This design comes from an exercise in tuning for small area and few clock cycles on the open sky130 flow, not from production work. At most, simulation tests tie the RTL to the original design; equivalence was not proved. Only the layout flow was run in run 1; the RTL was not checked for function there.

==> flow/design.v (outline; a module is shown in full before it is edited, if it fits) <==
// module gspg_front: 65 lines
// module gspg_amp: 102 lines
// module gspg_back: 80 lines
// module gspg_mul: 550 lines
// module gspg_inc: 65 lines
// module gspg_rom: 139 lines
// module gspg_fa: 10 lines
// module gspg_pp3n: 11 lines
// module galvo_shape_point_generator: 76 lines
module galvo_shape_point_generator #(
    parameter int POINTS_PER_SHAPE = gspg_pkg::GSPG_POINTS_DEFAULT
) (
    input  logic        i_clk,
    input  logic        i_rst_n,
    input  logic        s_axis_tvalid,
    output logic        s_axis_tready,
    input  logic [7:0]  s_axis_tdata,   
    output logic        m_axis_tvalid,
    input  logic        m_axis_tready,
    output logic [47:0] m_axis_tdata,   
    input  logic        psel,
    input  logic        penable,
    input  logic        pwrite,
    input  logic [2:0]  paddr,
    input  logic [31:0] pwdata,
    output logic [31:0] prdata,
    output logic        pready
);
  // ...
==> flow/run.sh <==
#!/bin/bash
# synth_recipe.tcl (not shown) runs the flow's synth.tcl, then flattens the netlist and writes it again
# the make line also repeats each setting of config.mk as NAME=value (left out here)
make -C /OpenROAD-flow-scripts/flow DESIGN_CONFIG=/design/flow/config.mk WORK_HOME=/design/flow/orfs CLKGATE_MAP_FILE= SYNTH_SCRIPT=/design/flow/synth_recipe.tcl finish
==> flow/config.mk <==
export PLATFORM = sky130hd
export DESIGN_NAME = galvo_shape_point_generator
export DESIGN_NICKNAME = galvo_shape_point_generator
export VERILOG_FILES = /design/flow/design.v
export SDC_FILE = /design/flow/constraint.sdc
export NUM_CORES = 4
export LEC_CHECK = 0
export CAP_MARGIN = 20
export CORE_MARGIN = 2
export CORE_UTILIZATION = 40
export CTS_BUF_LIST = sky130_fd_sc_hd__clkbuf_8
export CTS_CLUSTER_DIAMETER = 150
export CTS_CLUSTER_SIZE = 50
export PLACE_DENSITY = 0.45
export SLEW_MARGIN = 20
export SYNTH_HIERARCHICAL = 1
==> flow/constraint.sdc <==
create_clock -name core_clock -period 11.5 [get_ports {i_clk}]
set_input_delay 2.3000 -clock core_clock [delete_from_list [all_inputs] [get_ports {i_clk}]]
set_output_delay 2.3000 -clock core_clock [all_outputs]
set_load 0.01 [all_outputs]
==> flow_metrics.py, run 1 <==
metrics = {
    "status": {
        "status": "finished clean",
    },
    "worst_setup_path": {
        "cp-startpoint": "u_back.r_m_y[1]",
        "timing.rr.start": "u_amp.r_busy",
        "path_depth": 33,
        "crit_family": "adder cells",
        "path_buf_inv": 7,
    },
    "global_route": {
        "use_met3": 0.03456,
        "antenna_found_initial": 0,
    },
    "sta": {
        "finalSetupTns_ns": 0,
        "holdWs_ns": 0.4819,
        "fmax_ghz": 0.09029,
        "setup_slack_ns": 0.4245,
    },
    "final_layout": {
        "n_antenna_cell": 0,
        "drive_above_1_share": 0.1094,
        "top_register": "u_amp.r_amp3",
        "nNonClkBuffers": 203,
    },
    "logic_synthesis": {
        "synth_edf_count": 30,
        "yosys_most_used_dff": "dfxtp_1",
        "yosysWarnings": 10,
    },
    "clock_network": {
        "clkLatencyLatePin_ns": 0.49,
        "cts_setup_buffers": 0,
    },
    "drt": {
        "wl_met2_mm": 39.98,
        "dr_wl_met3_mm": 6.291,
    },
    "place": {
        "hpwl_mm": 65.42,
        "dp_slack_ns": 0.4647,
    },
    "worst_hold_path": {
        "hold_class": "reg2reg",
    },
}
==> run 2, diff against run 1 <==
--- a/flow/design.v
+++ b/flow/design.v
@@ -316,186 +316,193 @@
     logic n500, n501, n502, n503, n504, n505, n506, n507, n508, n509;
     logic n510, n511, n512, n513, n514, n515, n516, n517, n518, n519;
     logic n520, n521, n522, n523, n524, n525, n526, n527, n528, n529;
     logic n530, n531, n532, n533, n534, n535, n536, n537, n538, n539;
     logic n540, n541, n542, n543, n544;
     assign n1 = i_m[0] & ~i_m[1];
     assign n2 = ~i_m[0] & i_m[1];
     assign n3 = i_m[0] & i_m[1];
-    gspg_pp3n u_n4 (.i_s1(n1), .i_a(i_amp[0]), .i_s2(n3), .i_b(i_amp3[0]), .i_s3(1'b0), .i_c(1'b0), .o_p_n(n4));
+    gspg_pp2n u_n4 (.i_s1(n1), .i_a(i_amp[0]), .i_s2(n3), .i_b(i_amp3[0]), .o_p_n(n4));
     gspg_pp3n u_n5 (.i_s1(n1), .i_a(i_amp[1]), .i_s2(n2), .i_b(i_amp[0]), .i_s3(n3), .i_c(i_amp3[1]), .o_p_n(n5));
     gspg_pp3n u_n6 (.i_s1(n1), .i_a(i_amp[2]), .i_s2(n2), .i_b(i_amp[1]), .i_s3(n3), .i_c(i_amp3[2]), .o_p_n(n6));
     gspg_pp3n u_n7 (.i_s1(n1), .i_a(i_amp[3]), .i_s2(n2), .i_b(i_amp[2]), .i_s3(n3), .i_c(i_amp3[3]), .o_p_n(n7));
     gspg_pp3n u_n8 (.i_s1(n1), .i_a(i_amp[4]), .i_s2(n2), .i_b(i_amp[3]), .i_s3(n3), .i_c(i_amp3[4]), .o_p_n(n8));
     gspg_pp3n u_n9 (.i_s1(n1), .i_a(i_amp[5]), .i_s2(n2), .i_b(i_amp[4]), .i_s3(n3), .i_c(i_amp3[5]), .o_p_n(n9));
     gspg_pp3n u_n10 (.i_s1(n1), .i_a(i_amp[6]), .i_s2(n2), .i_b(i_amp[5]), .i_s3(n3), .i_c(i_amp3[6]), .o_p_n(n10));
     gspg_pp3n u_n11 (.i_s1(n1), .i_a(i_amp[7]), .i_s2(n2), .i_b(i_amp[6]), .i_s3(n3), .i_c(i_amp3[7]), .o_p_n(n11));
     gspg_pp3n u_n12 (.i_s1(n1), .i_a(i_amp[8]), .i_s2(n2), .i_b(i_amp[7]), .i_s3(n3), .i_c(i_amp3[8]), .o_p_n(n12));
     gspg_pp3n u_n13 (.i_s1(n1), .i_a(i_amp[9]), .i_s2(n2), .i_b(i_amp[8]), .i_s3(n3), .i_c(i_amp3[9]), .o_p_n(n13));
     gspg_pp3n u_n14 (.i_s1(n1), .i_a(i_amp[10]), .i_s2(n2), .i_b(i_amp[9]), .i_s3(n3), .i_c(i_amp3[10]), .o_p_n(n14));
     gspg_pp3n u_n15 (.i_s1(n1), .i_a(i_amp[11]), .i_s2(n2), .i_b(i_amp[10]), .i_s3(n3), .i_c(i_amp3[11]), .o_p_n(n15));
     gspg_pp3n u_n16 (.i_s1(n1), .i_a(i_amp[12]), .i_s2(n2), .i_b(i_amp[11]), .i_s3(n3), .i_c(i_amp3[12]), .o_p_n(n16));
     gspg_pp3n u_n17 (.i_s1(n1), .i_a(i_amp[13]), .i_s2(n2), .i_b(i_amp[12]), .i_s3(n3), .i_c(i_amp3[13]), .o_p_n(n17));
     gspg_pp3n u_n18 (.i_s1(n1), .i_a(i_amp[14]), .i_s2(n2), .i_b(i_amp[13]), .i_s3(n3), .i_c(i_amp3[14]), .o_p_n(n18));
-    gspg_pp3n u_n19 (.i_s1(n2), .i_a(i_amp[14]), .i_s2(n3), .i_b(i_amp3[15]), .i_s3(1'b0), .i_c(1'b0), .o_p_n(n19));
+    gspg_pp2n u_n19 (.i_s1(n2), .i_a(i_amp[14]), .i_s2(n3), .i_b(i_amp3[15]), .o_p_n(n19));
     assign n20 = ~(n3 & i_amp3[16]);
     assign n21 = i_m[2] & ~i_m[3];
     assign n22 = ~i_m[2] & i_m[3];
     assign n23 = i_m[2] & i_m[3];
-    gspg_pp3n u_n24 (.i_s1(n21), .i_a(i_amp[0]), .i_s2(n23), .i_b(i_amp3[0]), .i_s3(1'b0), .i_c(1'b0), .o_p_n(n24));
+    gspg_pp2n u_n24 (.i_s1(n21), .i_a(i_amp[0]), .i_s2(n23), .i_b(i_amp3[0]), .o_p_n(n24));
     gspg_pp3n u_n25 (.i_s1(n21), .i_a(i_amp[1]), .i_s2(n22), .i_b(i_amp[0]), .i_s3(n23), .i_c(i_amp3[1]), .o_p_n(n25));
     gspg_pp3n u_n26 (.i_s1(n21), .i_a(i_amp[2]), .i_s2(n22), .i_b(i_amp[1]), .i_s3(n23), .i_c(i_amp3[2]), .o_p_n(n26));
     gspg_pp3n u_n27 (.i_s1(n21), .i_a(i_amp[3]), .i_s2(n22), .i_b(i_amp[2]), .i_s3(n23), .i_c(i_amp3[3]), .o_p_n(n27));
     gspg_pp3n u_n28 (.i_s1(n21), .i_a(i_amp[4]), .i_s2(n22), .i_b(i_amp[3]), .i_s3(n23), .i_c(i_amp3[4]), .o_p_n(n28));
     gspg_pp3n u_n29 (.i_s1(n21), .i_a(i_amp[5]), .i_s2(n22), .i_b(i_amp[4]), .i_s3(n23), .i_c(i_amp3[5]), .o_p_n(n29));
     gspg_pp3n u_n30 (.i_s1(n21), .i_a(i_amp[6]), .i_s2(n22), .i_b(i_amp[5]), .i_s3(n23), .i_c(i_amp3[6]), .o_p_n(n30));
     gspg_pp3n u_n31 (.i_s1(n21), .i_a(i_amp[7]), .i_s2(n22), .i_b(i_amp[6]), .i_s3(n23), .i_c(i_amp3[7]), .o_p_n(n31));
     gspg_pp3n u_n32 (.i_s1(n21), .i_a(i_amp[8]), .i_s2(n22), .i_b(i_amp[7]), .i_s3(n23), .i_c(i_amp3[8]), .o_p_n(n32));
     gspg_pp3n u_n33 (.i_s1(n21), .i_a(i_amp[9]), .i_s2(n22), .i_b(i_amp[8]), .i_s3(n23), .i_c(i_amp3[9]), .o_p_n(n33));
     gspg_pp3n u_n34 (.i_s1(n21), .i_a(i_amp[10]), .i_s2(n22), .i_b(i_amp[9]), .i_s3(n23), .i_c(i_amp3[10]), .o_p_n(n34));
     gspg_pp3n u_n35 (.i_s1(n21), .i_a(i_amp[11]), .i_s2(n22), .i_b(i_amp[10]), .i_s3(n23), .i_c(i_amp3[11]), .o_p_n(n35));
     gspg_pp3n u_n36 (.i_s1(n21), .i_a(i_amp[12]), .i_s2(n22), .i_b(i_amp[11]), .i_s3(n23), .i_c(i_amp3[12]), .o_p_n(n36));
     gspg_pp3n u_n37 (.i_s1(n21), .i_a(i_amp[13]), .i_s2(n22), .i_b(i_amp[12]), .i_s3(n23), .i_c(i_amp3[13]), .o_p_n(n37));
     gspg_pp3n u_n38 (.i_s1(n21), .i_a(i_amp[14]), .i_s2(n22), .i_b(i_amp[13]), .i_s3(n23), .i_c(i_amp3[14]), .o_p_n(n38));
-    gspg_pp3n u_n39 (.i_s1(n22), .i_a(i_amp[14]), .i_s2(n23), .i_b(i_amp3[15]), .i_s3(1'b0), .i_c(1'b0), .o_p_n(n39));
+    gspg_pp2n u_n39 (.i_s1(n22), .i_a(i_amp[14]), .i_s2(n23), .i_b(i_amp3[15]), .o_p_n(n39));
     assign n40 = ~(n23 & i_amp3[16]);
     assign n41 = i_m[4] & ~i_m[5];
     assign n42 = ~i_m[4] & i_m[5];
     assign n43 = i_m[4] & i_m[5];
-    gspg_pp3n u_n44 (.i_s1(n41), .i_a(i_amp[0]), .i_s2(n43), .i_b(i_amp3[0]), .i_s3(1'b0), .i_c(1'b0), .o_p_n(n44));
+    gspg_pp2n u_n44 (.i_s1(n41), .i_a(i_amp[0]), .i_s2(n43), .i_b(i_amp3[0]), .o_p_n(n44));
     gspg_pp3n u_n45 (.i_s1(n41), .i_a(i_amp[1]), .i_s2(n42), .i_b(i_amp[0]), .i_s3(n43), .i_c(i_amp3[1]), .o_p_n(n45));
     gspg_pp3n u_n46 (.i_s1(n41), .i_a(i_amp[2]), .i_s2(n42), .i_b(i_amp[1]), .i_s3(n43), .i_c(i_amp3[2]), .o_p_n(n46));
     gspg_pp3n u_n47 (.i_s1(n41), .i_a(i_amp[3]), .i_s2(n42), .i_b(i_amp[2]), .i_s3(n43), .i_c(i_amp3[3]), .o_p_n(n47));
     gspg_pp3n u_n48 (.i_s1(n41), .i_a(i_amp[4]), .i_s2(n42), .i_b(i_amp[3]), .i_s3(n43), .i_c(i_amp3[4]), .o_p_n(n48));
     gspg_pp3n u_n49 (.i_s1(n41), .i_a(i_amp[5]), .i_s2(n42), .i_b(i_amp[4]), .i_s3(n43), .i_c(i_amp3[5]), .o_p_n(n49));
     gspg_pp3n u_n50 (.i_s1(n41), .i_a(i_amp[6]), .i_s2(n42), .i_b(i_amp[5]), .i_s3(n43), .i_c(i_amp3[6]), .o_p_n(n50));
     gspg_pp3n u_n51 (.i_s1(n41), .i_a(i_amp[7]), .i_s2(n42), .i_b(i_amp[6]), .i_s3(n43), .i_c(i_amp3[7]), .o_p_n(n51));
     gspg_pp3n u_n52 (.i_s1(n41), .i_a(i_amp[8]), .i_s2(n42), .i_b(i_amp[7]), .i_s3(n43), .i_c(i_amp3[8]), .o_p_n(n52));
     gspg_pp3n u_n53 (.i_s1(n41), .i_a(i_amp[9]), .i_s2(n42), .i_b(i_amp[8]), .i_s3(n43), .i_c(i_amp3[9]), .o_p_n(n53));
     gspg_pp3n u_n54 (.i_s1(n41), .i_a(i_amp[10]), .i_s2(n42), .i_b(i_amp[9]), .i_s3(n43), .i_c(i_amp3[10]), .o_p_n(n54));
     gspg_pp3n u_n55 (.i_s1(n41), .i_a(i_amp[11]), .i_s2(n42), .i_b(i_amp[10]), .i_s3(n43), .i_c(i_amp3[11]), .o_p_n(n55));
     gspg_pp3n u_n56 (.i_s1(n41), .i_a(i_amp[12]), .i_s2(n42), .i_b(i_amp[11]), .i_s3(n43), .i_c(i_amp3[12]), .o_p_n(n56));
     gspg_pp3n u_n57 (.i_s1(n41), .i_a(i_amp[13]), .i_s2(n42), .i_b(i_amp[12]), .i_s3(n43), .i_c(i_amp3[13]), .o_p_n(n57));
     gspg_pp3n u_n58 (.i_s1(n41), .i_a(i_amp[14]), .i_s2(n42), .i_b(i_amp[13]), .i_s3(n43), .i_c(i_amp3[14]), .o_p_n(n58));
-    gspg_pp3n u_n59 (.i_s1(n42), .i_a(i_amp[14]), .i_s2(n43), .i_b(i_amp3[15]), .i_s3(1'b0), .i_c(1'b0), .o_p_n(n59));
+    gspg_pp2n u_n59 (.i_s1(n42), .i_a(i_amp[14]), .i_s2(n43), .i_b(i_amp3[15]), .o_p_n(n59));
     assign n60 = ~(n43 & i_amp3[16]);
     assign n61 = i_m[6] & ~i_m[7];
     assign n62 = ~i_m[6] & i_m[7];
     assign n63 = i_m[6] & i_m[7];
-    gspg_pp3n u_n64 (.i_s1(n61), .i_a(i_amp[0]), .i_s2(n63), .i_b(i_amp3[0]), .i_s3(1'b0), .i_c(1'b0), .o_p_n(n64));
+    gspg_pp2n u_n64 (.i_s1(n61), .i_a(i_amp[0]), .i_s2(n63), .i_b(i_amp3[0]), .o_p_n(n64));
     gspg_pp3n u_n65 (.i_s1(n61), .i_a(i_amp[1]), .i_s2(n62), .i_b(i_amp[0]), .i_s3(n63), .i_c(i_amp3[1]), .o_p_n(n65));
     gspg_pp3n u_n66 (.i_s1(n61), .i_a(i_amp[2]), .i_s2(n62), .i_b(i_amp[1]), .i_s3(n63), .i_c(i_amp3[2]), .o_p_n(n66));
     gspg_pp3n u_n67 (.i_s1(n61), .i_a(i_amp[3]), .i_s2(n62), .i_b(i_amp[2]), .i_s3(n63), .i_c(i_amp3[3]), .o_p_n(n67));
     gspg_pp3n u_n68 (.i_s1(n61), .i_a(i_amp[4]), .i_s2(n62), .i_b(i_amp[3]), .i_s3(n63), .i_c(i_amp3[4]), .o_p_n(n68));
     gspg_pp3n u_n69 (.i_s1(n61), .i_a(i_amp[5]), .i_s2(n62), .i_b(i_amp[4]), .i_s3(n63), .i_c(i_amp3[5]), .o_p_n(n69));
     gspg_pp3n u_n70 (.i_s1(n61), .i_a(i_amp[6]), .i_s2(n62), .i_b(i_amp[5]), .i_s3(n63), .i_c(i_amp3[6]), .o_p_n(n70));
     gspg_pp3n u_n71 (.i_s1(n61), .i_a(i_amp[7]), .i_s2(n62), .i_b(i_amp[6]), .i_s3(n63), .i_c(i_amp3[7]), .o_p_n(n71));
     gspg_pp3n u_n72 (.i_s1(n61), .i_a(i_amp[8]), .i_s2(n62), .i_b(i_amp[7]), .i_s3(n63), .i_c(i_amp3[8]), .o_p_n(n72));
     gspg_pp3n u_n73 (.i_s1(n61), .i_a(i_amp[9]), .i_s2(n62), .i_b(i_amp[8]), .i_s3(n63), .i_c(i_amp3[9]), .o_p_n(n73));
     gspg_pp3n u_n74 (.i_s1(n61), .i_a(i_amp[10]), .i_s2(n62), .i_b(i_amp[9]), .i_s3(n63), .i_c(i_amp3[10]), .o_p_n(n74));
     gspg_pp3n u_n75 (.i_s1(n61), .i_a(i_amp[11]), .i_s2(n62), .i_b(i_amp[10]), .i_s3(n63), .i_c(i_amp3[11]), .o_p_n(n75));
     gspg_pp3n u_n76 (.i_s1(n61), .i_a(i_amp[12]), .i_s2(n62), .i_b(i_amp[11]), .i_s3(n63), .i_c(i_amp3[12]), .o_p_n(n76));
     gspg_pp3n u_n77 (.i_s1(n61), .i_a(i_amp[13]), .i_s2(n62), .i_b(i_amp[12]), .i_s3(n63), .i_c(i_amp3[13]), .o_p_n(n77));
     gspg_pp3n u_n78 (.i_s1(n61), .i_a(i_amp[14]), .i_s2(n62), .i_b(i_amp[13]), .i_s3(n63), .i_c(i_amp3[14]), .o_p_n(n78));
-    gspg_pp3n u_n79 (.i_s1(n62), .i_a(i_amp[14]), .i_s2(n63), .i_b(i_amp3[15]), .i_s3(1'b0), .i_c(1'b0), .o_p_n(n79));
+    gspg_pp2n u_n79 (.i_s1(n62), .i_a(i_amp[14]), .i_s2(n63), .i_b(i_amp3[15]), .o_p_n(n79));
     assign n80 = ~(n63 & i_amp3[16]);
     assign n81 = i_m[8] & ~i_m[9];
     assign n82 = ~i_m[8] & i_m[9];
     assign n83 = i_m[8] & i_m[9];
-    gspg_pp3n u_n84 (.i_s1(n81), .i_a(i_amp[0]), .i_s2(n83), .i_b(i_amp3[0]), .i_s3(1'b0), .i_c(1'b0), .o_p_n(n84));
+    gspg_pp2n u_n84 (.i_s1(n81), .i_a(i_amp[0]), .i_s2(n83), .i_b(i_amp3[0]), .o_p_n(n84));
     gspg_pp3n u_n85 (.i_s1(n81), .i_a(i_amp[1]), .i_s2(n82), .i_b(i_amp[0]), .i_s3(n83), .i_c(i_amp3[1]), .o_p_n(n85));
     gspg_pp3n u_n86 (.i_s1(n81), .i_a(i_amp[2]), .i_s2(n82), .i_b(i_amp[1]), .i_s3(n83), .i_c(i_amp3[2]), .o_p_n(n86));
     gspg_pp3n u_n87 (.i_s1(n81), .i_a(i_amp[3]), .i_s2(n82), .i_b(i_amp[2]), .i_s3(n83), .i_c(i_amp3[3]), .o_p_n(n87));
     gspg_pp3n u_n88 (.i_s1(n81), .i_a(i_amp[4]), .i_s2(n82), .i_b(i_amp[3]), .i_s3(n83), .i_c(i_amp3[4]), .o_p_n(n88));
     gspg_pp3n u_n89 (.i_s1(n81), .i_a(i_amp[5]), .i_s2(n82), .i_b(i_amp[4]), .i_s3(n83), .i_c(i_amp3[5]), .o_p_n(n89));
     gspg_pp3n u_n90 (.i_s1(n81), .i_a(i_amp[6]), .i_s2(n82), .i_b(i_amp[5]), .i_s3(n83), .i_c(i_amp3[6]), .o_p_n(n90));
     gspg_pp3n u_n91 (.i_s1(n81), .i_a(i_amp[7]), .i_s2(n82), .i_b(i_amp[6]), .i_s3(n83), .i_c(i_amp3[7]), .o_p_n(n91));
     gspg_pp3n u_n92 (.i_s1(n81), .i_a(i_amp[8]), .i_s2(n82), .i_b(i_amp[7]), .i_s3(n83), .i_c(i_amp3[8]), .o_p_n(n92));
     gspg_pp3n u_n93 (.i_s1(n81), .i_a(i_amp[9]), .i_s2(n82), .i_b(i_amp[8]), .i_s3(n83), .i_c(i_amp3[9]), .o_p_n(n93));
     gspg_pp3n u_n94 (.i_s1(n81), .i_a(i_amp[10]), .i_s2(n82), .i_b(i_amp[9]), .i_s3(n83), .i_c(i_amp3[10]), .o_p_n(n94));
     gspg_pp3n u_n95 (.i_s1(n81), .i_a(i_amp[11]), .i_s2(n82), .i_b(i_amp[10]), .i_s3(n83), .i_c(i_amp3[11]), .o_p_n(n95));
     gspg_pp3n u_n96 (.i_s1(n81), .i_a(i_amp[12]), .i_s2(n82), .i_b(i_amp[11]), .i_s3(n83), .i_c(i_amp3[12]), .o_p_n(n96));
     gspg_pp3n u_n97 (.i_s1(n81), .i_a(i_amp[13]), .i_s2(n82), .i_b(i_amp[12]), .i_s3(n83), .i_c(i_amp3[13]), .o_p_n(n97));
     gspg_pp3n u_n98 (.i_s1(n81), .i_a(i_amp[14]), .i_s2(n82), .i_b(i_amp[13]), .i_s3(n83), .i_c(i_amp3[14]), .o_p_n(n98));
-    gspg_pp3n u_n99 (.i_s1(n82), .i_a(i_amp[14]), .i_s2(n83), .i_b(i_amp3[15]), .i_s3(1'b0), .i_c(1'b0), .o_p_n(n99));
+    gspg_pp2n u_n99 (.i_s1(n82), .i_a(i_amp[14]), .i_s2(n83), .i_b(i_amp3[15]), .o_p_n(n99));
     assign n100 = ~(n83 & i_amp3[16]);
     assign n101 = i_m[10] & ~i_m[11];
     assign n102 = ~i_m[10] & i_m[11];
     assign n103 = i_m[10] & i_m[11];
-    gspg_pp3n u_n104 (.i_s1(n101), .i_a(i_amp[0]), .i_s2(n103), .i_b(i_amp3[0]), .i_s3(1'b0), .i_c(1'b0), .o_p_n(n104));
+    gspg_pp2n u_n104 (.i_s1(n101), .i_a(i_amp[0]), .i_s2(n103), .i_b(i_amp3[0]), .o_p_n(n104));
     gspg_pp3n u_n105 (.i_s1(n101), .i_a(i_amp[1]), .i_s2(n102), .i_b(i_amp[0]), .i_s3(n103), .i_c(i_amp3[1]), .o_p_n(n105));
     gspg_pp3n u_n106 (.i_s1(n101), .i_a(i_amp[2]), .i_s2(n102), .i_b(i_amp[1]), .i_s3(n103), .i_c(i_amp3[2]), .o_p_n(n106));
     gspg_pp3n u_n107 (.i_s1(n101), .i_a(i_amp[3]), .i_s2(n102), .i_b(i_amp[2]), .i_s3(n103), .i_c(i_amp3[3]), .o_p_n(n107));
     gspg_pp3n u_n108 (.i_s1(n101), .i_a(i_amp[4]), .i_s2(n102), .i_b(i_amp[3]), .i_s3(n103), .i_c(i_amp3[4]), .o_p_n(n108));
     gspg_pp3n u_n109 (.i_s1(n101), .i_a(i_amp[5]), .i_s2(n102), .i_b(i_amp[4]), .i_s3(n103), .i_c(i_amp3[5]), .o_p_n(n109));
     gspg_pp3n u_n110 (.i_s1(n101), .i_a(i_amp[6]), .i_s2(n102), .i_b(i_amp[5]), .i_s3(n103), .i_c(i_amp3[6]), .o_p_n(n110));
     gspg_pp3n u_n111 (.i_s1(n101), .i_a(i_amp[7]), .i_s2(n102), .i_b(i_amp[6]), .i_s3(n103), .i_c(i_amp3[7]), .o_p_n(n111));
     gspg_pp3n u_n112 (.i_s1(n101), .i_a(i_amp[8]), .i_s2(n102), .i_b(i_amp[7]), .i_s3(n103), .i_c(i_amp3[8]), .o_p_n(n112));
     gspg_pp3n u_n113 (.i_s1(n101), .i_a(i_amp[9]), .i_s2(n102), .i_b(i_amp[8]), .i_s3(n103), .i_c(i_amp3[9]), .o_p_n(n113));
     gspg_pp3n u_n114 (.i_s1(n101), .i_a(i_amp[10]), .i_s2(n102), .i_b(i_amp[9]), .i_s3(n103), .i_c(i_amp3[10]), .o_p_n(n114));
     gspg_pp3n u_n115 (.i_s1(n101), .i_a(i_amp[11]), .i_s2(n102), .i_b(i_amp[10]), .i_s3(n103), .i_c(i_amp3[11]), .o_p_n(n115));
     gspg_pp3n u_n116 (.i_s1(n101), .i_a(i_amp[12]), .i_s2(n102), .i_b(i_amp[11]), .i_s3(n103), .i_c(i_amp3[12]), .o_p_n(n116));
     gspg_pp3n u_n117 (.i_s1(n101), .i_a(i_amp[13]), .i_s2(n102), .i_b(i_amp[12]), .i_s3(n103), .i_c(i_amp3[13]), .o_p_n(n117));
     gspg_pp3n u_n118 (.i_s1(n101), .i_a(i_amp[14]), .i_s2(n102), .i_b(i_amp[13]), .i_s3(n103), .i_c(i_amp3[14]), .o_p_n(n118));
-    gspg_pp3n u_n119 (.i_s1(n102), .i_a(i_amp[14]), .i_s2(n103), .i_b(i_amp3[15]), .i_s3(1'b0), .i_c(1'b0), .o_p_n(n119));
+    gspg_pp2n u_n119 (.i_s1(n102), .i_a(i_amp[14]), .i_s2(n103), .i_b(i_amp3[15]), .o_p_n(n119));
     assign n120 = ~(n103 & i_amp3[16]);
     assign n121 = i_m[12] & ~i_m[13];
     assign n122 = ~i_m[12] & i_m[13];
     assign n123 = i_m[12] & i_m[13];
-    gspg_pp3n u_n124 (.i_s1(n121), .i_a(i_amp[0]), .i_s2(n123), .i_b(i_amp3[0]), .i_s3(1'b0), .i_c(1'b0), .o_p_n(n124));
+    gspg_pp2n u_n124 (.i_s1(n121), .i_a(i_amp[0]), .i_s2(n123), .i_b(i_amp3[0]), .o_p_n(n124));
     gspg_pp3n u_n125 (.i_s1(n121), .i_a(i_amp[1]), .i_s2(n122), .i_b(i_amp[0]), .i_s3(n123), .i_c(i_amp3[1]), .o_p_n(n125));
     gspg_pp3n u_n126 (.i_s1(n121), .i_a(i_amp[2]), .i_s2(n122), .i_b(i_amp[1]), .i_s3(n123), .i_c(i_amp3[2]), .o_p_n(n126));
     gspg_pp3n u_n127 (.i_s1(n121), .i_a(i_amp[3]), .i_s2(n122), .i_b(i_amp[2]), .i_s3(n123), .i_c(i_amp3[3]), .o_p_n(n127));
     gspg_pp3n u_n128 (.i_s1(n121), .i_a(i_amp[4]), .i_s2(n122), .i_b(i_amp[3]), .i_s3(n123), .i_c(i_amp3[4]), .o_p_n(n128));
     gspg_pp3n u_n129 (.i_s1(n121), .i_a(i_amp[5]), .i_s2(n122), .i_b(i_amp[4]), .i_s3(n123), .i_c(i_amp3[5]), .o_p_n(n129));
     gspg_pp3n u_n130 (.i_s1(n121), .i_a(i_amp[6]), .i_s2(n122), .i_b(i_amp[5]), .i_s3(n123), .i_c(i_amp3[6]), .o_p_n(n130));
     gspg_pp3n u_n131 (.i_s1(n121), .i_a(i_amp[7]), .i_s2(n122), .i_b(i_amp[6]), .i_s3(n123), .i_c(i_amp3[7]), .o_p_n(n131));
     gspg_pp3n u_n132 (.i_s1(n121), .i_a(i_amp[8]), .i_s2(n122), .i_b(i_amp[7]), .i_s3(n123), .i_c(i_amp3[8]), .o_p_n(n132));
     gspg_pp3n u_n133 (.i_s1(n121), .i_a(i_amp[9]), .i_s2(n122), .i_b(i_amp[8]), .i_s3(n123), .i_c(i_amp3[9]), .o_p_n(n133));
     gspg_pp3n u_n134 (.i_s1(n121), .i_a(i_amp[10]), .i_s2(n122), .i_b(i_amp[9]), .i_s3(n123), .i_c(i_amp3[10]), .o_p_n(n134));
     gspg_pp3n u_n135 (.i_s1(n121), .i_a(i_amp[11]), .i_s2(n122), .i_b(i_amp[10]), .i_s3(n123), .i_c(i_amp3[11]), .o_p_n(n135));
     gspg_pp3n u_n136 (.i_s1(n121), .i_a(i_amp[12]), .i_s2(n122), .i_b(i_amp[11]), .i_s3(n123), .i_c(i_amp3[12]), .o_p_n(n136));
     gspg_pp3n u_n137 (.i_s1(n121), .i_a(i_amp[13]), .i_s2(n122), .i_b(i_amp[12]), .i_s3(n123), .i_c(i_amp3[13]), .o_p_n(n137));
     gspg_pp3n u_n138 (.i_s1(n121), .i_a(i_amp[14]), .i_s2(n122), .i_b(i_amp[13]), .i_s3(n123), .i_c(i_amp3[14]), .o_p_n(n138));
-    gspg_pp3n u_n139 (.i_s1(n122), .i_a(i_amp[14]), .i_s2(n123), .i_b(i_amp3[15]), .i_s3(1'b0), .i_c(1'b0), .o_p_n(n139));
+    gspg_pp2n u_n139 (.i_s1(n122), .i_a(i_amp[14]), .i_s2(n123), .i_b(i_amp3[15]), .o_p_n(n139));
     assign n140 = ~(n123 & i_amp3[16]);
     assign n141 = ~(i_m[14] & i_amp[0]);
     assign n142 = ~(i_m[14] & i_amp[1]);
     assign n143 = ~(i_m[14] & i_amp[2]);
     assign n144 = ~(i_m[14] & i_amp[3]);
     assign n145 = ~(i_m[14] & i_amp[4]);
     assign n146 = ~(i_m[14] & i_amp[5]);
     assign n147 = ~(i_m[14] & i_amp[6]);
     assign n148 = ~(i_m[14] & i_amp[7]);
     assign n149 = ~(i_m[14] & i_amp[8]);
     assign n150 = ~(i_m[14] & i_amp[9]);
     assign n151 = ~(i_m[14] & i_amp[10]);
     assign n152 = ~(i_m[14] & i_amp[11]);
     assign n153 = ~(i_m[14] & i_amp[12]);
     assign n154 = ~(i_m[14] & i_amp[13]);
     assign n155 = ~(i_m[14] & i_amp[14]);
-    gspg_fa u_n156 (.i_a(n16), .i_b(n34), .i_c(1'b1), .o_s(n156), .o_c(n157));
+    gspg_xnor2 u_n156 (.i_a(n16), .i_b(n34), .o_y(n156));
+    gspg_or2 u_n157 (.i_a(n16), .i_b(n34), .o_y(n157));
     gspg_fa u_n158 (.i_a(n17), .i_b(n35), .i_c(n53), .o_s(n158), .o_c(n159));
     gspg_fa u_n160 (.i_a(n18), .i_b(n36), .i_c(n54), .o_s(n160), .o_c(n161));
-    gspg_fa u_n162 (.i_a(n72), .i_b(n90), .i_c(1'b1), .o_s(n162), .o_c(n163));
+    gspg_xnor2 u_n162 (.i_a(n72), .i_b(n90), .o_y(n162));
+    gspg_or2 u_n163 (.i_a(n72), .i_b(n90), .o_y(n163));
     gspg_fa u_n164 (.i_a(n19), .i_b(n37), .i_c(n55), .o_s(n164), .o_c(n165));
     gspg_fa u_n166 (.i_a(n73), .i_b(n91), .i_c(n109), .o_s(n166), .o_c(n167));
     gspg_fa u_n168 (.i_a(n20), .i_b(n38), .i_c(n56), .o_s(n168), .o_c(n169));
     gspg_fa u_n170 (.i_a(n74), .i_b(n92), .i_c(n110), .o_s(n170), .o_c(n171));
     gspg_fa u_n172 (.i_a(n39), .i_b(n57), .i_c(n75), .o_s(n172), .o_c(n173));
-    gspg_fa u_n174 (.i_a(n93), .i_b(n111), .i_c(1'b1), .o_s(n174), .o_c(n175));
+    gspg_xnor2 u_n174 (.i_a(n93), .i_b(n111), .o_y(n174));
+    gspg_or2 u_n175 (.i_a(n93), .i_b(n111), .o_y(n175));
     gspg_fa u_n176 (.i_a(n40), .i_b(n58), .i_c(n76), .o_s(n176), .o_c(n177));
-    gspg_fa u_n178 (.i_a(n94), .i_b(n112), .i_c(1'b1), .o_s(n178), .o_c(n179));
+    gspg_xnor2 u_n178 (.i_a(n94), .i_b(n112), .o_y(n178));
+    gspg_or2 u_n179 (.i_a(n94), .i_b(n112), .o_y(n179));
     gspg_fa u_n180 (.i_a(n59), .i_b(n77), .i_c(n95), .o_s(n180), .o_c(n181));
-    gspg_fa u_n182 (.i_a(n60), .i_b(n78), .i_c(1'b1), .o_s(n182), .o_c(n183));
-    gspg_fa u_n184 (.i_a(n12), .i_b(n30), .i_c(1'b1), .o_s(n184), .o_c(n185));
+    gspg_xnor2 u_n182 (.i_a(n60), .i_b(n78), .o_y(n182));
+    gspg_or2 u_n183 (.i_a(n60), .i_b(n78), .o_y(n183));
+    gspg_xnor2 u_n184 (.i_a(n12), .i_b(n30), .o_y(n184));
+    gspg_or2 u_n185 (.i_a(n12), .i_b(n30), .o_y(n185));
     gspg_fa u_n186 (.i_a(n13), .i_b(n31), .i_c(n49), .o_s(n186), .o_c(n187));
     gspg_fa u_n188 (.i_a(n14), .i_b(n32), .i_c(n50), .o_s(n188), .o_c(n189));
-    gspg_fa u_n190 (.i_a(n68), .i_b(n86), .i_c(1'b1), .o_s(n190), .o_c(n191));
+    gspg_xnor2 u_n190 (.i_a(n68), .i_b(n86), .o_y(n190));
+    gspg_or2 u_n191 (.i_a(n68), .i_b(n86), .o_y(n191));
     gspg_fa u_n192 (.i_a(n15), .i_b(n33), .i_c(n51), .o_s(n192), .o_c(n193));
     gspg_fa u_n194 (.i_a(n69), .i_b(n87), .i_c(n105), .o_s(n194), .o_c(n195));
     gspg_fa u_n196 (.i_a(n156), .i_b(n52), .i_c(n70), .o_s(n196), .o_c(n197));
     gspg_fa u_n198 (.i_a(n88), .i_b(n106), .i_c(n124), .o_s(n198), .o_c(n199));
     gspg_fa u_n200 (.i_a(n157), .i_b(n158), .i_c(n71), .o_s(n200), .o_c(n201));
     gspg_fa u_n202 (.i_a(n89), .i_b(n107), .i_c(n125), .o_s(n202), .o_c(n203));
     gspg_fa u_n204 (.i_a(n159), .i_b(n160), .i_c(n162), .o_s(n204), .o_c(n205));
     gspg_fa u_n206 (.i_a(n108), .i_b(n126), .i_c(n141), .o_s(n206), .o_c(n207));
@@ -509,20 +516,23 @@
     gspg_fa u_n222 (.i_a(n178), .i_b(n130), .i_c(n145), .o_s(n222), .o_c(n223));
     gspg_fa u_n224 (.i_a(n177), .i_b(n179), .i_c(n180), .o_s(n224), .o_c(n225));
     gspg_fa u_n226 (.i_a(n113), .i_b(n131), .i_c(n146), .o_s(n226), .o_c(n227));
     gspg_fa u_n228 (.i_a(n181), .i_b(n182), .i_c(n96), .o_s(n228), .o_c(n229));
     gspg_fa u_n230 (.i_a(n114), .i_b(n132), .i_c(n147), .o_s(n230), .o_c(n231));
     gspg_fa u_n232 (.i_a(n183), .i_b(n79), .i_c(n97), .o_s(n232), .o_c(n233));
     gspg_fa u_n234 (.i_a(n115), .i_b(n133), .i_c(n148), .o_s(n234), .o_c(n235));
     gspg_fa u_n236 (.i_a(n80), .i_b(n98), .i_c(n116), .o_s(n236), .o_c(n237));
-    gspg_fa u_n238 (.i_a(n134), .i_b(n149), .i_c(1'b1), .o_s(n238), .o_c(n239));
+    gspg_xnor2 u_n238 (.i_a(n134), .i_b(n149), .o_y(n238));
+    gspg_or2 u_n239 (.i_a(n134), .i_b(n149), .o_y(n239));
     gspg_fa u_n240 (.i_a(n99), .i_b(n117), .i_c(n135), .o_s(n240), .o_c(n241));
-    gspg_fa u_n242 (.i_a(n100), .i_b(n118), .i_c(1'b1), .o_s(n242), .o_c(n243));
-    gspg_fa u_n244 (.i_a(n10), .i_b(n28), .i_c(1'b1), .o_s(n244), .o_c(n245));
+    gspg_xnor2 u_n242 (.i_a(n100), .i_b(n118), .o_y(n242));
+    gspg_or2 u_n243 (.i_a(n100), .i_b(n118), .o_y(n243));
+    gspg_xnor2 u_n244 (.i_a(n10), .i_b(n28), .o_y(n244));
+    gspg_or2 u_n245 (.i_a(n10), .i_b(n28), .o_y(n245));
     gspg_fa u_n246 (.i_a(n11), .i_b(n29), .i_c(n47), .o_s(n246), .o_c(n247));
     gspg_fa u_n248 (.i_a(n184), .i_b(n48), .i_c(n66), .o_s(n248), .o_c(n249));
     gspg_fa u_n250 (.i_a(n185), .i_b(n186), .i_c(n67), .o_s(n250), .o_c(n251));
     gspg_fa u_n252 (.i_a(n187), .i_b(n188), .i_c(n190), .o_s(n252), .o_c(n253));
     gspg_fa u_n254 (.i_a(n189), .i_b(n191), .i_c(n192), .o_s(n254), .o_c(n255));
     gspg_fa u_n256 (.i_a(n193), .i_b(n195), .i_c(n196), .o_s(n256), .o_c(n257));
     gspg_fa u_n258 (.i_a(n197), .i_b(n199), .i_c(n200), .o_s(n258), .o_c(n259));
     gspg_fa u_n260 (.i_a(n201), .i_b(n203), .i_c(n204), .o_s(n260), .o_c(n261));
@@ -532,18 +542,20 @@
     gspg_fa u_n268 (.i_a(n217), .i_b(n219), .i_c(n220), .o_s(n268), .o_c(n269));
     gspg_fa u_n270 (.i_a(n221), .i_b(n223), .i_c(n224), .o_s(n270), .o_c(n271));
     gspg_fa u_n272 (.i_a(n225), .i_b(n227), .i_c(n228), .o_s(n272), .o_c(n273));
     gspg_fa u_n274 (.i_a(n229), .i_b(n231), .i_c(n232), .o_s(n274), .o_c(n275));
     gspg_fa u_n276 (.i_a(n233), .i_b(n235), .i_c(n236), .o_s(n276), .o_c(n277));
     gspg_fa u_n278 (.i_a(n237), .i_b(n239), .i_c(n240), .o_s(n278), .o_c(n279));
     gspg_fa u_n280 (.i_a(n241), .i_b(n242), .i_c(n136), .o_s(n280), .o_c(n281));
     gspg_fa u_n282 (.i_a(n243), .i_b(n119), .i_c(n137), .o_s(n282), .o_c(n283));
-    gspg_fa u_n284 (.i_a(n120), .i_b(n138), .i_c(1'b1), .o_s(n284), .o_c(n285));
-    gspg_fa u_n286 (.i_a(n8), .i_b(n26), .i_c(1'b1), .o_s(n286), .o_c(n287));
+    gspg_xnor2 u_n284 (.i_a(n120), .i_b(n138), .o_y(n284));
+    gspg_or2 u_n285 (.i_a(n120), .i_b(n138), .o_y(n285));
+    gspg_xnor2 u_n286 (.i_a(n8), .i_b(n26), .o_y(n286));
+    gspg_or2 u_n287 (.i_a(n8), .i_b(n26), .o_y(n287));
     gspg_fa u_n288 (.i_a(n9), .i_b(n27), .i_c(n45), .o_s(n288), .o_c(n289));
     gspg_fa u_n290 (.i_a(n244), .i_b(n46), .i_c(n64), .o_s(n290), .o_c(n291));
     gspg_fa u_n292 (.i_a(n245), .i_b(n246), .i_c(n65), .o_s(n292), .o_c(n293));
     gspg_fa u_n294 (.i_a(n247), .i_b(n248), .i_c(n84), .o_s(n294), .o_c(n295));
     gspg_fa u_n296 (.i_a(n249), .i_b(n250), .i_c(n85), .o_s(n296), .o_c(n297));
     gspg_fa u_n298 (.i_a(n251), .i_b(n252), .i_c(n104), .o_s(n298), .o_c(n299));
     gspg_fa u_n300 (.i_a(n253), .i_b(n254), .i_c(n194), .o_s(n300), .o_c(n301));
     gspg_fa u_n302 (.i_a(n255), .i_b(n256), .i_c(n198), .o_s(n302), .o_c(n303));
@@ -557,17 +569,18 @@
     gspg_fa u_n318 (.i_a(n271), .i_b(n272), .i_c(n230), .o_s(n318), .o_c(n319));
     gspg_fa u_n320 (.i_a(n273), .i_b(n274), .i_c(n234), .o_s(n320), .o_c(n321));
     gspg_fa u_n322 (.i_a(n275), .i_b(n276), .i_c(n238), .o_s(n322), .o_c(n323));
     gspg_fa u_n324 (.i_a(n277), .i_b(n278), .i_c(n150), .o_s(n324), .o_c(n325));
     gspg_fa u_n326 (.i_a(n279), .i_b(n280), .i_c(n151), .o_s(n326), .o_c(n327));
     gspg_fa u_n328 (.i_a(n281), .i_b(n282), .i_c(n152), .o_s(n328), .o_c(n329));
     gspg_fa u_n330 (.i_a(n283), .i_b(n284), .i_c(n153), .o_s(n330), .o_c(n331));
     gspg_fa u_n332 (.i_a(n285), .i_b(n139), .i_c(n154), .o_s(n332), .o_c(n333));
-    gspg_fa u_n334 (.i_a(n140), .i_b(n155), .i_c(1'b1), .o_s(n334), .o_c(n335));
+    gspg_xnor2 u_n334 (.i_a(n140), .i_b(n155), .o_y(n334));
+    gspg_or2 u_n335 (.i_a(n140), .i_b(n155), .o_y(n335));
     assign n336 = ~n4;
     assign n337 = ~n5;
     assign n338 = ~(n6 | n24);
     assign n339 = n6 ^ n24;
     assign n340 = ~(n7 | n25);
     assign n341 = n7 ^ n25;
     assign n342 = ~(n286 | n44);
     assign n343 = n286 ^ n44;
@@ -1014,27 +1027,50 @@
     input  logic i_b,
     input  logic i_c,
     output logic o_s,
     output logic o_c
 );
     assign o_s = i_a ^ i_b ^ i_c;
     assign o_c = (i_a & i_b) | (i_a & i_c) | (i_b & i_c);
 endmodule
+module gspg_xnor2 (
+    input  logic i_a,
+    input  logic i_b,
+    output logic o_y
+);
+    assign o_y = ~(i_a ^ i_b);
+endmodule
+module gspg_or2 (
+    input  logic i_a,
+    input  logic i_b,
+    output logic o_y
+);
+    assign o_y = i_a | i_b;
+endmodule
 module gspg_pp3n (
     input  logic i_s1,
     input  logic i_a,
     input  logic i_s2,
     input  logic i_b,
     input  logic i_s3,
     input  logic i_c,
     output logic o_p_n
 );
     assign o_p_n = ~((i_s1 & i_a) | (i_s2 & i_b) | (i_s3 & i_c));
 endmodule
+module gspg_pp2n (
+    input  logic i_s1,
+    input  logic i_a,
+    input  logic i_s2,
+    input  logic i_b,
+    output logic o_p_n
+);
+    assign o_p_n = ~((i_s1 & i_a) | (i_s2 & i_b));
+endmodule
 import gspg_pkg::*;
 module galvo_shape_point_generator #(
     parameter int POINTS_PER_SHAPE = gspg_pkg::GSPG_POINTS_DEFAULT
 ) (
     input  logic        i_clk,
     input  logic        i_rst_n,
     input  logic        s_axis_tvalid,
     output logic        s_axis_tready,
==> flow/flow/run.sh (new file) <==
#!/bin/bash
# Layout: the standard flow (standard.sh), with the port buffers that global placement
# inserts made of the smallest buffer cell instead of the default choice.
set -o pipefail
cp standard.sh standard_sh_copy.log
export BUFFER_PORTS_ARGS="-buffer_cell sky130_fd_sc_hd__buf_1"
bash standard.sh > standard.log 2>&1
==> flow/standard.sh (new file) <==
#!/bin/bash
# synth_recipe.tcl (not shown) runs the flow's synth.tcl, then flattens the netlist and writes it again
# the make line also repeats each setting of config.mk as NAME=value (left out here)
make -C /OpenROAD-flow-scripts/flow DESIGN_CONFIG=/design/flow/config.mk WORK_HOME=/design/flow/orfs CLKGATE_MAP_FILE= SYNTH_SCRIPT=/design/flow/synth_recipe.tcl "${@:-finish}"
==> flow/config.mk (replaced) <==
export PLATFORM = sky130hd
export DESIGN_NAME = galvo_shape_point_generator
export DESIGN_NICKNAME = galvo_shape_point_generator
export VERILOG_FILES = /design/flow/design.v
export SDC_FILE = /design/flow/constraint.sdc
export NUM_CORES = 4
export LEC_CHECK = 0
export CAP_MARGIN = 20
export CORE_MARGIN = 2
export CORE_UTILIZATION = 40
export PLACE_DENSITY = 0.45
export SLEW_MARGIN = 20
export SYNTH_HIERARCHICAL = 1
removed: flow/run.sh
==> flow_metrics.py, run 2 <==
metrics = {
    "final_layout": {
        "reg.largest.list": "u_amp.r_amp3 (17), u_amp.r_v (16)",
        "finalNetCount": 3039,
        "seq_area_mm2": 0.002633,
        "top_register": "u_amp.r_amp3",
        "multiInputGateArea_mm2": 0.01825,
        "final_cell_mix": "nand2_1, fa_1, a222oi_1, inv_1, nor2_1",
        "num-fill-cells": 5550,
        "fin_area_mm2": 0.02426,
        "final_util": 0.4411,
        "areaGrowthSynthToFinish_pct": 9.365,
        "layout_commonest_cell": "nand2_1",
        "n_antenna_cell": 0,
        "largest_register_ffs": 17,
        "drive_above_1_share": 0.1078,
    },
    "flow_run": {
        "maxCapViolCount": 0,
    },
    "worst_setup_path": {
        "timing.rr.start": "u_front.r_shape[1]",
        "cp_data_arrival_time_ns": 8.76,
        "crit_type": "reg2out",
        "required_ns": 9.20,
        "rr_worst_depth": 27,
        "critPathCaptureType": "output port",
        "cpMaxStageDelayCell": "fa_1",
        "slowest_delay_ns": 0.60,
        "r2r_slack_ns": 3.20,
        "start_kind": "flop",
        "r2r-end": "u_amp.r_v[15]",
        "crit_fanout": 15,
        "cp_common_cell": "fa_1",
    },
    "clock_network": {
        "tritoncts": "built",
        "cts_max_path_buffers": 2,
        "clock-root-buffer": "clkbuf_16",
        "cts.clk_slew.worst_paths_ns": 0.06,
        "numCtsBuffers": 17,
        "clkLatencyLatePin_ns": 0.46,
        "cts.sinks": 116,
        "htree_levels": 4,
    },
    "sta": {
        "rsz0062_at_grt": "false",
        "finalSetupViolations": 0,
        "fmax_ghz": 0.09041,
        "hold_viol": 0,
        "min_period_ns": 11.06,
        "finClkSkew_ns": 0.01645,
        "fin_crit_sh": 0.9618,
        "finalSetupTns_ns": 0,
        "worst_pin_slew_ns": 1.145,
        "finalMaxSlewViolations": 0,
        "slew_headroom": 0.2339,
    },
    "die": {
        "num_rows": 86,
        "dieWidth_um": 239.5,
        "die_h_um": 239.5,
        "fp.coreArea_mm2": 0.05499,
        "start_util": 0.4034,
        "dieArea_mm2": 0.05735,
        "ios": 133,
    },
    "global_route": {
        "track_usage": 0.2957,
        "grt-ovfl-total": 0,
        "grt_pass1_vias": 21570,
        "grt_max_degree": 82,
        "antenna_found_initial": 0,
        "grt_pass1_wl_mm": 131.7,
    },
    "logic_synthesis": {
        "yosys_most_used_dff": "dfxtp_1",
        "yosysWarnings": 10,
        "synth_edf_count": 30,
        "synth-async-reset-ratio": 0,
        "syn-cell-area_mm2": 0.02218,
        "ys_top_cells_by_area": "fa_1, a222oi_1, dfxtp_1",
        "netlist-cell-type-count": 107,
        "syn_inst": 2603,
        "ys_seq_elements": 116,
        "synth.top_cell.area_share": 0.1859,
        "yosys.area.top_type": "fa_1",
        "ys_seq_area_frac": 0.1182,
        "synth.most_common_cell": "nand2_1",
        "yosys-top-cells-count": "nand2_1, fa_1, a222oi_1",
        "avgSynthCellArea_um2": 8.520,
    },
    "drt": {
        "first_pass_iters": 14,
        "routedWlPerCell_um": 25.07,
        "viasPerCell": 6.490,
        "drcViolationCount": 0,
        "detail-route-antenna-nets": 0,
        "wl_mm": 86.19,
        "drt-initial-drc-count": 3532,
        "dr_total_vias": 22310,
    },
    "worst_hold_path": {
        "hold_end": "u_front.r_keys[0]",
        "hold_class": "reg2reg",
        "hp-start": "u_front.r_keys[0]",
        "holdPathStages": 2,
    },
    "place": {
        "dpl_cell_area_mm2": 0.02362,
        "hpwl_mm": 64.48,
        "io_buffers": 68,
        "gp_congestion": 0.9181,
    },
    "status": {
        "status": "finished clean",
    },
}
==> run 2: changes by cell type after synthesis <==
cell      previous run  this run
a222oi_1           224       196
a22oi_2              2        30
fa_1               232       206
or2_1                0        26
xnor2_1             47        73
conb_1               8         4
==> run 2: area by class of cell <==
cell class | count | share of cell area
clock buffers | 17 | 0.01754
clock inverters | 15 | 0.007686
inverters | 175 | 0.02713
multi-input cells | 2178 | 0.7526
flip-flops and latches | 116 | 0.1085
well taps | 748 | 0.03858
repair buffers | 189 | 0.04797
==> run 2: Yosys stat by module, one instance, submodules excluded <==
module	cells inside	times used	cell area, um^2
gspg_amp	298	1	3284
gspg_pp3n	1	196	10.01
gspg_pp2n	1	28	12.51
gspg_inc	74	2	559.3
gspg_xnor2	1	26	8.758
gspg_or2	1	26	6.256
galvo_shape_point_generator	42	1	319.1
gspg_back	299	1	2276
gspg_fa	1	178	20.02
gspg_mul	245	2	1684
gspg_rom	392	2	2407
gspg_front	88	1	732.0
==> run 2: worst max-delay path: cells and delay by family, from the launching register on <==
family,cells,cell delay [ns]
mux,1,0.21
compound gates,13,2.27
buf+inv,3,0.45
fa+ha+maj,8,3.64
xor+xnor,1,0.15
simple gates,5,1.17
flops,1,0.41
==> run 2: worst max path at each step <==
| stage | start | endpoint | slack (ns) | cells past startpoint |
|---|---|---|---|---|
| 2_1_floorplan | u_amp.r_amp[14] | m_axis_tdata[14] | 1.28 | 28 |
| 3_3_place_gp | u_amp.r_amp[9] | m_axis_tdata[31] | 0.63 | 31 |
| 3_5_place_dp | u_amp.r_amp[9] | m_axis_tdata[29] | 0.53 | 30 |
| 4_1_cts | u_amp.r_amp[9] | m_axis_tdata[29] | 0.02 | 30 |
| 5_1_grt | u_amp.r_amp[13] | m_axis_tdata[13] | 0.05 | 29 |
| 6_report | u_amp.r_amp[9] | m_axis_tdata[29] | 0.44 | 31 |
==> run 2: kinds of logic (layout without fill, tap and decap cells) <==
logic type / count (synthesis) / after routing / synth area share
simple gates: 773 / 773 / 0.1805
buf+inv: 339 / 396 / 0.06775
flops: 116 / 116 / 0.1182
other cells: 4 / 34 / 0.0006768
compound gates: 843 / 843 / 0.2918
mux: 92 / 92 / 0.04570
fa+ha+maj: 318 / 318 / 0.2487
xor+xnor: 118 / 118 / 0.04660
==> run 2: routing by layer <==
metal  part of all wire  GRT usage
met5                  0          0
met3              0.072    0.03757
met4              0.034     0.1097
met2               0.46     0.4768
met1               0.43     0.4043
==> run 2: stage by stage <==
stage	setup WS, ns	hold WS (ns)	cells
finish	0.4394	0.4688	3438
global placement	0.6335	0.4483	3406
detailed placement	0.5286	0.4588	3406
global route	0.04907	0.4899	3438
CTS	0.01513	0.4722	3438
floorplan	1.278	0.4138	2633
==> run 2: timing repair <==
action                                  4_1_cts  5_1_grt
hold buffers                                  0        0
setup buffers                                 0        0
gates resized for setup                       0       11
endpoints found under the setup margin        0       22
Testbench counts of run 2, summed over its fixed seeds: cycles 24,078.
==> run 3, diff against run 2 <==
==> flow/run.sh (new file) <==
#!/bin/bash
# synth_recipe.tcl (not shown) runs the flow's synth.tcl, then flattens the netlist and writes it again
# the make line also repeats each setting of config.mk as NAME=value (left out here)
make -C /OpenROAD-flow-scripts/flow DESIGN_CONFIG=/design/flow/config.mk WORK_HOME=/design/flow/orfs CLKGATE_MAP_FILE= SYNTH_SCRIPT=/design/flow/synth_recipe.tcl finish
removed: flow/flow/run.sh
removed: flow/standard.sh
==> flow_metrics.py, run 3 <==
metrics = {
    "sta": {
        "worst_pin_slew_ns": 1.115,
        "slew_headroom": 0.2557,
        "min_period_ns": 11.11,
        "finClkSkew_ns": 0.01130,
        "hold_viol": 0,
        "rsz0062_at_grt": "true",
        "finalSetupViolations": 0,
        "fin_crit_sh": 0.9662,
        "finalMaxSlewViolations": 0,
        "finalSetupTns_ns": 0,
        "fmax_ghz": 0.09000,
    },
    "worst_setup_path": {
        "critPathCaptureType": "output port",
        "slowest_delay_ns": 0.58,
        "crit_fanout": 15,
        "cpMaxStageDelayCell": "fa_1",
        "crit_type": "reg2out",
        "cp_data_arrival_time_ns": 8.81,
        "required_ns": 9.20,
        "start_kind": "flop",
    },
    "clock_network": {
        "clock-root-buffer": "clkbuf_16",
        "htree_levels": 4,
        "tritoncts": "built",
        "clkLatencyLatePin_ns": 0.46,
        "numCtsBuffers": 17,
        "cts_max_path_buffers": 2,
        "cts.clk_slew.worst_paths_ns": 0.05,
        "cts.sinks": 116,
        "hold_buffers": 0,
    },
    "drt": {
        "routedWlPerCell_um": 25.11,
        "drt-initial-drc-count": 3541,
        "detail-route-antenna-nets": 0,
        "viasPerCell": 6.449,
        "dr_total_vias": 22260,
        "drcViolationCount": 0,
        "wl_mm": 86.69,
        "first_pass_iters": 13,
    },
    "global_route": {
        "track_usage": 0.2975,
        "antenna_found_initial": 0,
        "grt-ovfl-total": 0,
        "grt_pass1_wl_mm": 131.7,
        "grt_max_degree": 82,
        "grt_pass1_vias": 21670,
    },
    "final_layout": {
        "seq_area_mm2": 0.002631,
        "multiInputGateArea_mm2": 0.01836,
        "areaGrowthSynthToFinish_pct": 12.24,
        "finalNetCount": 3053,
        "layout_commonest_cell": "nand2_1",
        "n_antenna_cell": 0,
        "reg.largest.list": "u_amp.r_amp3 (17), u_amp.r_v (16)",
        "largest_register_ffs": 17,
        "top_register": "u_amp.r_amp3",
        "drive_above_1_share": 0.1191,
        "num-fill-cells": 5556,
        "final_cell_mix": "nand2_1, fa_1, a222oi_1, inv_1, nor2_1",
    },
    "die": {
        "die_h_um": 239.5,
        "fp.coreArea_mm2": 0.05499,
        "start_util": 0.4034,
        "dieArea_mm2": 0.05735,
        "dieWidth_um": 239.5,
        "ios": 133,
        "num_rows": 86,
    },
    "logic_synthesis": {
        "netlist-cell-type-count": 107,
        "synth.most_common_cell": "nand2_1",
        "yosys_most_used_dff": "dfxtp_1",
        "yosysWarnings": 10,
        "ys_top_cells_by_area": "fa_1, a222oi_1, dfxtp_1",
        "syn_inst": 2603,
        "avgSynthCellArea_um2": 8.520,
        "ys_seq_area_frac": 0.1182,
        "syn-cell-area_mm2": 0.02218,
        "ys_seq_elements": 116,
        "synth-async-reset-ratio": 0,
        "yosys-top-cells-count": "nand2_1, fa_1, a222oi_1",
        "synth.top_cell.area_share": 0.1859,
        "synth_edf_count": 30,
        "yosys.area.top_type": "fa_1",
    },
    "flow_run": {
        "maxCapViolCount": 0,
    },
    "place": {
        "io_buffers": 68,
        "hpwl_mm": 64.58,
        "gp_congestion": 0.9447,
    },
    "status": {
        "status": "finished clean",
    },
    "worst_hold_path": {
        "hold_class": "reg2reg",
    },
}
==> run 3: changes by cell type in the layout (fill, tap and decap cells not counted), moves of 3 or more <==
cell	previous run	this run
buf_1	68	0
clkdlybuf4s50_1	0	66
buf_4	121	133
bufinv_16	4	1
xor2_1	45	42
xor2_2	0	3
==> run 3: cells by family (layout without fill, tap and decap cells) <==
family | count (synthesis) | after routing | share of synthesized area
adder cells (fa/ha/maj) | 318 | 318 | 0.2487
other | 4 | 34 | 0.0006768
XOR/XNOR | 118 | 118 | 0.04660
AND/OR/NAND/NOR | 773 | 773 | 0.1805
AO/OA/AOI/OAI | 843 | 843 | 0.2918
multiplexers | 92 | 92 | 0.04570
flip-flops | 116 | 116 | 0.1182
buffers and inverters | 339 | 410 | 0.06775
==> run 3: area by class of cell <==
cell class / count / share of cell area
inverters: 175 / 0.02644
multi-input cells: 2178 / 0.7376
repair buffers: 203 / 0.06936
flip-flops and latches: 116 / 0.1057
well taps: 748 / 0.03760
clock inverters: 12 / 0.004071
clock buffers: 20 / 0.01925
==> run 3: worst max-delay path: cells and delay by family (launching register included) <==
family,cells,cell delay [ns]
flops,1,0.33
fa+ha+maj,8,3.52
compound gates,13,2.17
mux,1,0.14
simple gates,4,0.99
xor+xnor,2,0.38
buf+inv,3,0.81
==> run 3: path summary, 6_finish.rpt <==
kind,start,to,slack [ns],depth (start not counted)
worst max-delay path,u_back.r_m_x[4],m_axis_tdata[13],0.39,31
worst max register to register,u_front.r_valid,u_amp.r_v[15],3.83,25
worst min-delay path,u_front.r_keys[0],u_front.r_keys[0],0.46,2
worst min register to register,u_front.r_keys[0],u_front.r_keys[0],0.46,2
==> run 3: metal layers <==
metal / routed length (um) / track usage / up-vias
li1: - / - / 10010
met1: 37930 / 0.4093 / 11060
met2: 40260 / 0.4789 / 1054
met3: 5998 / 0.03584 / 140
met4: 2495 / 0.1091 / 0
met5: 0 / 0 / -
==> run 3: per-module statistics from Yosys (local to each module, per instance), a selection <==
module | flops+latches | cells inside | cell area (um^2)
gspg_amp | 70 | 298 | 3284
gspg_mul | 0 | 245 | 1684
gspg_front | 14 | 88 | 732.0
gspg_inc | 0 | 74 | 559.3
galvo_shape_point_generator | 0 | 42 | 319.1
gspg_pp3n | 0 | 1 | 10.01
gspg_xnor2 | 0 | 1 | 8.758
gspg_or2 | 0 | 1 | 6.256
==> run 3: timing repair <==
item                       4_1_cts  5_1_grt
buffers inserted                 0        2
setup endpoints to repair        7       22
resized for setup                3       31
pin swaps                        1        8
==> run 3: per-stage QoR <==
step	utilization	cell area, um^2	hold WS [ns]	setup slack [ns]	std cells
detailed placement	0.4387	24120	0.4464	0.3572	3416
finish	0.4527	24890	0.4578	0.3886	3452
global placement	0.4387	24120	0.4454	0.4735	3416
CTS	0.4493	24710	0.4617	0.003008	3448
global route	0.4527	24890	0.4930	-0.03230	3452
floorplan	-	22290	0.4138	1.278	2633

==> separate check: timing with driven ports <==
In the flow no input, the clock included, has a driving cell. The finished layouts below were timed again as built, in two steps.
Step 1: set_driving_cell puts a clkbuf_16 on i_clk and a buf_2 on each other input, an assumption about the parent block.
Step 2, shift: input delay + t, output delay - t, t = (earliest + latest rising clock arrival at the registers) / 2. This alone moves slack from input paths to output paths.
Three values: ideal ports, drivers, drivers and shift; two values: the first two.
| run | t (ns) | setup WS [ns] | hold WS [ns] | latest minus earliest clock arrival (ns) | worst data-port slew with drivers (ns) |
|---|---|---|---|---|---|
| run 1 | 0.537 | 0.425 / 0.375 / 0.912 | 0.482 / 0.482 / 0.482 | 0.017 / 0.018 | 0.04 |
| run 2 | 0.496 | 0.439 / 0.390 / 0.886 | 0.469 / 0.469 / 0.469 | 0.018 / 0.018 | 0.04 |
| run 3 | 0.504 | 0.389 / 0.334 / 0.838 | 0.458 / 0.458 / 0.458 | 0.013 / 0.012 | 0.04 |
After both steps setup and hold are still met in every run listed.
